Context: an optimization exercise on an open-source flow, tuned for small area. The choices shown serve that exercise and are no tape-out recipe. At most, simulation tests tie the RTL to the original design; equivalence was not proved. Power figures rest on the tool's default switching activity, not on a simulated workload.

==> trial 38: inputs <==
==> flow/design.v (excerpt) <==
module command_parser_top #(
  parameter int DIVISOR      = 434,
  parameter int SAMPLE_PHASE = DIVISOR / 2,
  parameter int NUM_REGS     = 32
) (
  input  logic clk,
  input  logic i_reset,
  input  logic i_rx,
  output logic o_tx
);
==> module command_parser_top, before the edit <==
module command_parser_top #(
  parameter int DIVISOR      = 434,
  parameter int SAMPLE_PHASE = DIVISOR / 2,
  parameter int NUM_REGS     = 32
) (
  input  logic clk,
  input  logic i_reset,
  input  logic i_rx,
  output logic o_tx
);
  localparam int CW = $clog2(DIVISOR);
  localparam int AW = (NUM_REGS > 1) ? $clog2(NUM_REGS) : 1;
  localparam int PW = AW + 2;                  
  localparam int NSLOT = 1 << PW;              
  localparam logic [7:0]    CMD_WRITE = 8'hAA;
  localparam logic [7:0]    CMD_READ  = 8'h00;
  typedef enum logic [2:0] {IDLE, GET_ADDR, GET_DATA, EXEC, SEND} state_t;
  function automatic logic [CW-1:0] lfsr_next(input logic [CW-1:0] s);
    lfsr_next = {s[CW-2:0], ~(s[8] ^ s[4])};
  endfunction
  function automatic logic [CW-1:0] lfsr_at(input int n);
    logic [CW-1:0] s;
    s = '0;
    for (int i = 0; i < n; i++) s = lfsr_next(s);
    lfsr_at = s;
  endfunction
  localparam logic [CW-1:0] BIT_LAST  = lfsr_at(DIVISOR - 1);
  localparam logic [CW-1:0] SAMPLE_AT = lfsr_at(SAMPLE_PHASE);
  typedef enum logic [1:0] {RX_IDLE, RX_START, RX_DATA} rx_state_t;
  logic            rx_meta, rx_sync, rx_prev;
  rx_state_t       rx_state, rx_state_n;
  logic [CW-1:0]   rx_cnt, rx_cnt_n;
  logic [8:0]      rx_sh, rx_sh_n;
  logic            rx_valid, rx_valid_n;
  logic [7:0]      rx_byte;
  assign rx_byte = rx_sh[8:1];
  always_ff @(posedge clk or posedge i_reset) begin
    if (i_reset) begin
      rx_meta  <= 1'b1;
      rx_sync  <= 1'b1;
      rx_prev  <= 1'b1;
      rx_state <= RX_IDLE;
      rx_sh    <= 9'd0;
      rx_valid <= 1'b0;
    end else begin
      rx_meta  <= i_rx;
      rx_sync  <= rx_meta;
      rx_prev  <= rx_sync;
      rx_state <= rx_state_n;
      rx_sh    <= rx_sh_n;
      rx_valid <= rx_valid_n;
    end
  end
  always_ff @(posedge clk) rx_cnt <= rx_cnt_n;
  always_comb begin
    rx_state_n = rx_state;
    rx_cnt_n   = lfsr_next(rx_cnt);
    rx_sh_n    = rx_sh;
    rx_valid_n = 1'b0;
    case (rx_state)
      RX_IDLE: begin
        rx_cnt_n = '0;
        if (rx_prev && !rx_sync) rx_state_n = RX_START;
      end
      RX_START: begin
        if (rx_cnt == SAMPLE_AT) begin
          rx_cnt_n = '0;
          rx_sh_n  = 9'h100;
          if (rx_sync) rx_state_n = RX_IDLE;
          else         rx_state_n = RX_DATA;
        end
      end
      default: begin
        if (rx_cnt == BIT_LAST) begin
          rx_cnt_n = '0;
          if (rx_sh[0]) begin
            rx_state_n = RX_IDLE;
            rx_valid_n = rx_sync;
          end else begin
            rx_sh_n = {rx_sync, rx_sh[8:1]};
          end
        end
      end
    endcase
  end
  logic [PW-1:0]        phase;      
  logic                 clr;        
  logic [8*NSLOT-1:0]   ring;
  logic [7:0]           tap;
  logic                 hit;
  logic                 wr_pend;
  logic                 ins;
  logic [AW-1:0]   idx;
  logic            in_range;
  logic [1:0]      byte_cnt;
  assign tap = ring[8*NSLOT-1 -: 8];
  assign hit = (phase == {idx, byte_cnt});
  assign ins = clr || (wr_pend && hit);
  always_ff @(posedge clk or posedge i_reset) begin
    if (i_reset) begin
      phase <= '0;
      clr   <= 1'b1;
    end else begin
      phase <= phase + PW'(1);
      if (&phase) clr <= 1'b0;
    end
  end
  always_ff @(posedge clk) begin
    ring <= {ring[8*NSLOT-9:0], ins ? rx_byte : tap};
  end
  logic [10:0]     tx_sh;
  logic [CW-1:0]   tx_cnt;
  logic            tx_idle, tx_end, tx_last, tx_ready, tx_load;
  assign o_tx     = tx_sh[0];
  assign tx_last  = (tx_cnt == BIT_LAST);
  assign tx_idle  = (tx_sh[10:1] == 10'd0);
  assign tx_ready = (tx_sh[10:2] == 9'd0) && (!tx_sh[1] || tx_last);
  always_ff @(posedge clk or posedge i_reset) begin
    if (i_reset) begin
      tx_sh <= 11'd1;
    end else if (tx_load) begin
      tx_sh <= {2'b11, 8'h00, 1'b0};
    end else if (!tx_idle) begin
      if (tx_last)                         tx_sh <= {1'b0, tx_sh[10:1]};
      else if (tx_sh[10] && in_range && hit) tx_sh[8:1] <= tap;
    end
  end
  always_ff @(posedge clk) begin
    if (tx_load || tx_last) tx_cnt <= '0;
    else                    tx_cnt <= lfsr_next(tx_cnt);
  end
  state_t          state, state_n;
  logic            is_write;
  always_ff @(posedge clk or posedge i_reset) begin
    if (i_reset) state <= IDLE;
    else         state <= state_n;
  end
  always_comb begin
    state_n = state;
    tx_load = 1'b0;
    case (state)
      IDLE:     if (rx_valid && ((rx_byte == CMD_WRITE) || (rx_byte == CMD_READ))) state_n = GET_ADDR;
      GET_ADDR: if (rx_valid) state_n = GET_DATA;
      GET_DATA: if (rx_valid && (byte_cnt == 2'd3)) state_n = EXEC;
      EXEC:     if (is_write) state_n = IDLE; else state_n = SEND;
      SEND: begin
        if (tx_ready) begin
          tx_load = 1'b1;
          if (byte_cnt == 2'd3) state_n = IDLE;
        end
      end
      default:  state_n = IDLE;
    endcase
  end
  always_ff @(posedge clk or posedge i_reset) begin
    if (i_reset) wr_pend <= 1'b0;
    else if (state == GET_DATA && rx_valid && is_write && in_range) wr_pend <= 1'b1;
    else if (hit) wr_pend <= 1'b0;
  end
  always_ff @(posedge clk) begin
    case (state)
      IDLE:     if (rx_valid) is_write <= (rx_byte == CMD_WRITE);
      GET_ADDR: if (rx_valid) begin
                  idx      <= rx_byte[AW-1:0];
                  in_range <= (32'(rx_byte) < 32'(NUM_REGS));
                  byte_cnt <= 2'd0;
                end
      GET_DATA: if (rx_valid) byte_cnt <= byte_cnt + 2'd1;
      EXEC:     byte_cnt <= 2'd0;
      SEND:     if (tx_load) byte_cnt <= byte_cnt + 2'd1;
      default: ;
    endcase
  end
endmodule
==> flow/config.mk <==
export PLATFORM = sky130hd
export DESIGN_NAME = command_parser_top
export DESIGN_NICKNAME = command_parser_top
export VERILOG_FILES = /design/flow/design.v
export SDC_FILE = /design/flow/constraint.sdc
export NUM_CORES = 4
export LEC_CHECK = 0
export CAP_MARGIN = 20
export CORE_MARGIN = 2
export CORE_UTILIZATION = 70
export CTS_BUF_LIST = sky130_fd_sc_hd__clkbuf_16
export CTS_CLUSTER_DIAMETER = 100
export CTS_CLUSTER_SIZE = 30
export SLEW_MARGIN = 20
==> flow/constraint.sdc <==
create_clock -name core_clock -period 10.0 [get_ports {clk}]
set_input_delay 2.0000 -clock core_clock [delete_from_list [all_inputs] [get_ports {clk}]]
set_output_delay 2.0000 -clock core_clock [all_outputs]
set_load 0.01 [all_outputs]
run.sh (not shown) runs the stock make flow with config.mk's settings and CLKGATE_MAP_FILE= SYNTH_SCRIPT=/design/flow/synth_recipe.tcl, a recipe that flattens the netlist after the stock synthesis.
==> trial 68: changes against trial 38 <==
--- a/flow/design.v
+++ b/flow/design.v
@@ -14,17 +14,8 @@
   localparam int NSLOT = 1 << PW;              
+  localparam logic [CW-1:0] BIT_LAST  = CW'(DIVISOR - 1);
+  localparam logic [CW-1:0] SAMPLE_AT = CW'(SAMPLE_PHASE);
   localparam logic [7:0]    CMD_WRITE = 8'hAA;
   localparam logic [7:0]    CMD_READ  = 8'h00;
+  typedef enum logic [1:0] {RX_IDLE, RX_START, RX_DATA, RX_STOP} rx_state_t;
   typedef enum logic [2:0] {IDLE, GET_ADDR, GET_DATA, EXEC, SEND} state_t;
-  function automatic logic [CW-1:0] lfsr_next(input logic [CW-1:0] s);
-    lfsr_next = {s[CW-2:0], ~(s[8] ^ s[4])};
-  endfunction
-  function automatic logic [CW-1:0] lfsr_at(input int n);
-    logic [CW-1:0] s;
-    s = '0;
-    for (int i = 0; i < n; i++) s = lfsr_next(s);
-    lfsr_at = s;
-  endfunction
-  localparam logic [CW-1:0] BIT_LAST  = lfsr_at(DIVISOR - 1);
-  localparam logic [CW-1:0] SAMPLE_AT = lfsr_at(SAMPLE_PHASE);
-  typedef enum logic [1:0] {RX_IDLE, RX_START, RX_DATA} rx_state_t;
   logic            rx_meta, rx_sync, rx_prev;
@@ -32,6 +23,5 @@
   logic [CW-1:0]   rx_cnt, rx_cnt_n;
-  logic [8:0]      rx_sh, rx_sh_n;
+  logic [2:0]      rx_bit, rx_bit_n;
+  logic [7:0]      rx_shift, rx_shift_n;
   logic            rx_valid, rx_valid_n;
-  logic [7:0]      rx_byte;
-  assign rx_byte = rx_sh[8:1];
   always_ff @(posedge clk or posedge i_reset) begin
@@ -42,3 +32,3 @@
       rx_state <= RX_IDLE;
-      rx_sh    <= 9'd0;
+      rx_shift <= 8'd0;
       rx_valid <= 1'b0;
@@ -49,3 +39,3 @@
       rx_state <= rx_state_n;
-      rx_sh    <= rx_sh_n;
+      rx_shift <= rx_shift_n;
       rx_valid <= rx_valid_n;
@@ -53,7 +43,11 @@
   end
-  always_ff @(posedge clk) rx_cnt <= rx_cnt_n;
+  always_ff @(posedge clk) begin
+    rx_cnt <= rx_cnt_n;
+    rx_bit <= rx_bit_n;
+  end
   always_comb begin
     rx_state_n = rx_state;
-    rx_cnt_n   = lfsr_next(rx_cnt);
-    rx_sh_n    = rx_sh;
+    rx_cnt_n   = rx_cnt + CW'(1);
+    rx_bit_n   = rx_bit;
+    rx_shift_n = rx_shift;
     rx_valid_n = 1'b0;
@@ -67,3 +61,3 @@
           rx_cnt_n = '0;
-          rx_sh_n  = 9'h100;
+          rx_bit_n = 3'd0;
           if (rx_sync) rx_state_n = RX_IDLE;
@@ -72,13 +66,17 @@
       end
-      default: begin
+      RX_DATA: begin
         if (rx_cnt == BIT_LAST) begin
-          rx_cnt_n = '0;
-          if (rx_sh[0]) begin
-            rx_state_n = RX_IDLE;
-            rx_valid_n = rx_sync;
-          end else begin
-            rx_sh_n = {rx_sync, rx_sh[8:1]};
-          end
+          rx_cnt_n   = '0;
+          rx_shift_n = {rx_sync, rx_shift[7:1]};
+          if (rx_bit == 3'd7) rx_state_n = RX_STOP;
+          else                rx_bit_n   = rx_bit + 3'd1;
         end
       end
+      RX_STOP: begin
+        if (rx_cnt == BIT_LAST) begin
+          rx_state_n = RX_IDLE;
+          rx_valid_n = rx_sync;
+        end
+      end
+      default: rx_state_n = RX_IDLE;
     endcase
@@ -108,3 +106,3 @@
   always_ff @(posedge clk) begin
-    ring <= {ring[8*NSLOT-9:0], ins ? rx_byte : tap};
+    ring <= {ring[8*NSLOT-9:0], ins ? rx_shift : tap};
   end
@@ -129,3 +127,3 @@
     if (tx_load || tx_last) tx_cnt <= '0;
-    else                    tx_cnt <= lfsr_next(tx_cnt);
+    else                    tx_cnt <= tx_cnt + CW'(1);
   end
@@ -141,3 +139,3 @@
     case (state)
-      IDLE:     if (rx_valid && ((rx_byte == CMD_WRITE) || (rx_byte == CMD_READ))) state_n = GET_ADDR;
+      IDLE:     if (rx_valid && ((rx_shift == CMD_WRITE) || (rx_shift == CMD_READ))) state_n = GET_ADDR;
       GET_ADDR: if (rx_valid) state_n = GET_DATA;
@@ -161,6 +159,6 @@
     case (state)
-      IDLE:     if (rx_valid) is_write <= (rx_byte == CMD_WRITE);
+      IDLE:     if (rx_valid) is_write <= (rx_shift == CMD_WRITE);
       GET_ADDR: if (rx_valid) begin
-                  idx      <= rx_byte[AW-1:0];
-                  in_range <= (32'(rx_byte) < 32'(NUM_REGS));
+                  idx      <= rx_shift[AW-1:0];
+                  in_range <= (32'(rx_shift) < 32'(NUM_REGS));
                   byte_cnt <= 2'd0;
--- a/flow/config.mk
+++ b/flow/config.mk
@@ -9,6 +9,3 @@
 export CORE_MARGIN = 2
-export CORE_UTILIZATION = 70
-export CTS_BUF_LIST = sky130_fd_sc_hd__clkbuf_16
-export CTS_CLUSTER_DIAMETER = 100
-export CTS_CLUSTER_SIZE = 30
+export CORE_UTILIZATION = 40
 export SLEW_MARGIN = 20
==> build 19: changes against trial 38 <==
==> flow/design.v (replaced) <==
module command_parser_top #(
  parameter int DIVISOR      = 434,
  parameter int SAMPLE_PHASE = DIVISOR / 2,
  parameter int NUM_REGS     = 32
) (
  input  logic clk,
  input  logic i_reset,
  input  logic i_rx,
  output logic o_tx
);
  localparam int CW = $clog2(DIVISOR);
  localparam int AW = (NUM_REGS > 1) ? $clog2(NUM_REGS) : 1;
  localparam int PW = AW + 2;                  
  localparam int NSLOT = 1 << PW;              
  localparam logic [7:0]    CMD_WRITE = 8'hAA;
  localparam logic [7:0]    CMD_READ  = 8'h00;
  typedef enum logic [2:0] {IDLE, ADDR_W, ADDR_R, DATA_W, DATA_R, EXEC, SEND, W_FLUSH} state_t;
  function automatic logic [CW-1:0] lfsr_next(input logic [CW-1:0] s);
    lfsr_next = {s[CW-2:0], ~(s[8] ^ s[4])};
  endfunction
  function automatic logic [CW-1:0] lfsr_at(input int n);
    logic [CW-1:0] s;
    s = '0;
    for (int i = 0; i < n; i++) s = {s[CW-2:0], ~(s[8] ^ s[4])};
    lfsr_at = s;
  endfunction
  localparam logic [CW-1:0] BIT_LAST  = lfsr_at(DIVISOR - 1);
  localparam logic [CW-1:0] RX_WAIT   = lfsr_at(DIVISOR - 1 - SAMPLE_PHASE);
  typedef enum logic [1:0] {RX_IDLE, RX_START, RX_DATA, RX_VALID} rx_state_t;
  logic            rx_meta, rx_sync, rx_prev;
  logic            rx_first;
  rx_state_t       rx_state, rx_state_n;
  logic [CW-1:0]   rx_cnt, rx_cnt_n;
  logic [8:0]      rx_sh, rx_sh_n;
  logic            rx_valid;
  logic [7:0]      rx_byte;
  assign rx_byte  = rx_sh[8:1];
  assign rx_valid = (rx_state == RX_VALID);
  always_ff @(posedge clk or posedge i_reset) begin
    if (i_reset) begin
      rx_meta  <= 1'b1;
      rx_sync  <= 1'b1;
      rx_prev  <= 1'b1;
      rx_state <= RX_IDLE;
      rx_sh    <= 9'd0;
    end else begin
      rx_meta  <= i_rx;
      rx_sync  <= rx_meta;
      rx_prev  <= rx_sync;
      rx_state <= rx_state_n;
      rx_sh    <= rx_sh_n;
    end
  end
  always_ff @(posedge clk) rx_cnt <= rx_cnt_n;
  always_comb begin
    rx_state_n = rx_state;
    rx_cnt_n   = lfsr_next(rx_cnt);
    rx_sh_n    = rx_sh;
    rx_first   = 1'b0;
    case (rx_state)
      RX_IDLE, RX_VALID: begin
        rx_cnt_n = RX_WAIT;
        if (rx_prev && !rx_sync) rx_state_n = RX_START;
        else                     rx_state_n = RX_IDLE;
      end
      RX_START: begin
        if (rx_cnt == BIT_LAST) begin
          rx_cnt_n = '0;
          rx_sh_n  = 9'h100;
          rx_first = 1'b1;
          if (rx_sync) rx_state_n = RX_IDLE;
          else         rx_state_n = RX_DATA;
        end
      end
      RX_DATA: begin
        if (rx_cnt == BIT_LAST) begin
          rx_cnt_n = '0;
          if (rx_sh[0]) begin
            if (rx_sync) rx_state_n = RX_VALID;
            else         rx_state_n = RX_IDLE;
            rx_sh_n[0] = rx_sync;
          end else begin
            rx_sh_n = {rx_sync, rx_sh[8:1]};
          end
        end
      end
    endcase
  end
  logic [PW-1:0]        phase;
  logic                 clr;        
  logic [8*NSLOT-1:0]   ring;
  logic [7:0]           tap;
  logic                 hit;
  logic                 wr_en;
  logic                 ins;
  state_t          state, state_n;
  logic [AW-1:0]   idx;
  logic            in_range;
  logic [1:0]      byte_cnt;
  assign tap = ring[8*NSLOT-1 -: 8];
  assign hit = (phase == {idx, byte_cnt});
  assign wr_en = in_range && ((state == W_FLUSH) ||
                 ((state == DATA_W) && rx_sh[0] && ((rx_state == RX_IDLE) || (rx_state == RX_START))));
  assign ins = clr || (wr_en && hit);
  always_ff @(posedge clk or posedge i_reset) begin
    if (i_reset) begin
      phase <= '0;
      clr   <= 1'b1;
    end else begin
      phase <= {phase[5:0], ~(phase[6] ^ phase[5]) ^ (&phase[5:0])};
      if (rx_first) clr <= 1'b0;
    end
  end
  always_ff @(posedge clk) begin
    ring <= {ring[8*NSLOT-9:0], ins ? rx_byte : tap};
  end
  localparam logic [3:0] TX_STOP = 4'd1;
  localparam logic [3:0] TX_IDLE = 4'd2;
  localparam logic [3:0] TX_START = 4'd8;
  logic [3:0]      tx_ph;
  logic            tx_nb;
  logic [CW-1:0]   tx_cnt;
  logic            tx_last, tx_ready, tx_load;
  assign tx_last  = (tx_cnt == BIT_LAST);
  assign tx_ready = (tx_ph == TX_IDLE) || ((tx_ph == TX_STOP) && tx_last);
  always_ff @(posedge clk or posedge i_reset) begin
    if (i_reset) begin
      o_tx  <= 1'b1;
      tx_ph <= TX_IDLE;
    end else if (tx_load) begin
      o_tx  <= 1'b0;
      tx_ph <= TX_START;
    end else if (tx_last && (tx_ph != TX_IDLE)) begin
      o_tx  <= !tx_ph[3] || tx_nb;
      tx_ph <= tx_ph + 4'd1;
    end
  end
  always_ff @(posedge clk) begin
    if (tx_ph[3] && hit) tx_nb <= in_range && tap[tx_ph[2:0]];
  end
  always_ff @(posedge clk) begin
    if (tx_load || tx_last) tx_cnt <= '0;
    else                    tx_cnt <= lfsr_next(tx_cnt);
  end
  always_ff @(posedge clk or posedge i_reset) begin
    if (i_reset) state <= IDLE;
    else         state <= state_n;
  end
  always_comb begin
    state_n = state;
    tx_load = 1'b0;
    case (state)
      IDLE: if (rx_valid) begin
              if (rx_byte == CMD_WRITE)     state_n = ADDR_W;
              else if (rx_byte == CMD_READ) state_n = ADDR_R;
            end
      ADDR_W: if (rx_valid) state_n = DATA_W;
      ADDR_R: if (rx_valid) state_n = DATA_R;
      DATA_W: if (rx_valid && (byte_cnt == 2'd3)) state_n = W_FLUSH;
      DATA_R: if (rx_valid && (byte_cnt == 2'd3)) state_n = EXEC;
      EXEC:   state_n = SEND;
      SEND: begin
        if (tx_ready) begin
          tx_load = 1'b1;
          if (byte_cnt == 2'd3) state_n = IDLE;
        end
      end
      default: if (hit) state_n = IDLE;    
    endcase
  end
  always_ff @(posedge clk) begin
    case (state)
      ADDR_W, ADDR_R: if (rx_valid) begin
                  idx      <= rx_byte[AW-1:0];
                  in_range <= (32'(rx_byte) < 32'(NUM_REGS));
                  byte_cnt <= 2'd0;
                end
      DATA_W, DATA_R: if (rx_valid) byte_cnt <= byte_cnt + 2'd1;
      SEND:     if (tx_load) byte_cnt <= byte_cnt + 2'd1;
      default: ;
    endcase
  end
endmodule
--- a/flow/config.mk
+++ b/flow/config.mk
@@ -11,4 +11,5 @@
 export CTS_BUF_LIST = sky130_fd_sc_hd__clkbuf_16
-export CTS_CLUSTER_DIAMETER = 100
-export CTS_CLUSTER_SIZE = 30
+export CTS_CLUSTER_DIAMETER = 70
+export CTS_CLUSTER_SIZE = 35
+export PLACE_DENSITY = 0.65
 export SLEW_MARGIN = 20
==> comparison <==
- The lowest clock power belongs to build 19, the highest to trial 68.
- The lowest sequential cell count belongs to build 19, the highest to trial 68.
- Power: trial 38 is higher than build 19 (2.5%).
- Design area: build 19 is lower than trial 38 (about 1.5%).
- Routed wire length: trial 38 > trial 68 > build 19.
- In build 19 the sequential power is smaller than in trial 38, by about 2%.
- Between build 19 and trial 68, the lower non-clock buffer count is in build 19 (gap 1).
- The lowest clock-buffer cell count belongs to build 19, the highest to trial 68.
- The lowest global-route usage belongs to trial 68, the highest to trial 38.
- Sequential share of layout area: build 19 > trial 38 > trial 68.
==> figures <==
metric	trial 38	trial 68	build 19
Run status	complete, no violations	complete, no violations	complete, no violations
Combinational group share of total power	0.9%	1.3%	0.2%
Area after detailed placement	0.0240 mm²	0.0247 mm²	0.0237 mm²
Routed wl met2	11.1 mm	9.01 mm	9.05 mm
Total length of routed met3 wires	964 µm	1.30 mm	706 µm
Normalized max-slew margin	36.9%	41.9%	48.3%
Power spent charging and discharging nets	1.21 mW	1.55 mW	1.16 mW
Worst clock skew	19.2 ps	14.4 ps	23.7 ps
Worst-skew pair later-pin latency	570 ps	620 ps	560 ps
Final net count	1324	1417	1299
Post-layout total power	6.38 mW	8.02 mW	6.22 mW
Worst slew pin tran	940 ps	869 ps	775 ps
Reg2reg path depth	4	5	6
Total wire length	26.2 mm	24.4 mm	23.9 mm
Wire length of the first global-routing pass	44.2 mm	42.4 mm	38.7 mm
Number of non-clock inverters	15	11	11
CP max stage delay	550 ps	530 ps	560 ps
PD cells	254 mW/mm²	288 mW/mm²	252 mW/mm²
Via density per instance	4.63	3.83	4.44
Clock buffer count from CTS	42	91	37
Proportion of cell area occupied by multi-input gates	4.88%	5.49%	4.62%
Post-synthesis mux area share	0.385%	1.65%	0.672%
For trial 38, only the layout was checked, not whether the RTL still works.

==> static timing again, ports no longer ideal <==
The flow's constraints put no driver on any port. The routed layouts listed below were extracted and timed again, unchanged, in two steps. Step 1 sets driving cells, clkbuf_16 on the clock port and buf_2 on the other inputs (assumed; they add their load-dependent delay and slew). Step 2 also shifts input and output timing later by t, the mid clock arrival at the registers, as if the neighbouring blocks saw the same clock. a / b / c = no drivers / after step 1 / after step 2; a / b = the first two.
| run | t, ns | slack for setup (ns) | worst setup path at the end | worst data-port slew with drivers (ns) | pins driven straight from the clock port |
|---|---|---|---|---|---|
| trial 38 | 0.613 | 6.358 / 6.306 / 6.918 | register to output | 0.03 | 1 |
| trial 68 | 0.659 | 6.335 / 6.283 / 6.941 | register to output | 0.03 | 1 |
| build 19 | 0.596 | 6.372 / 6.321 / 6.917 | register to output | 0.03 | 1 |
After both steps setup and hold are still met in every run listed.
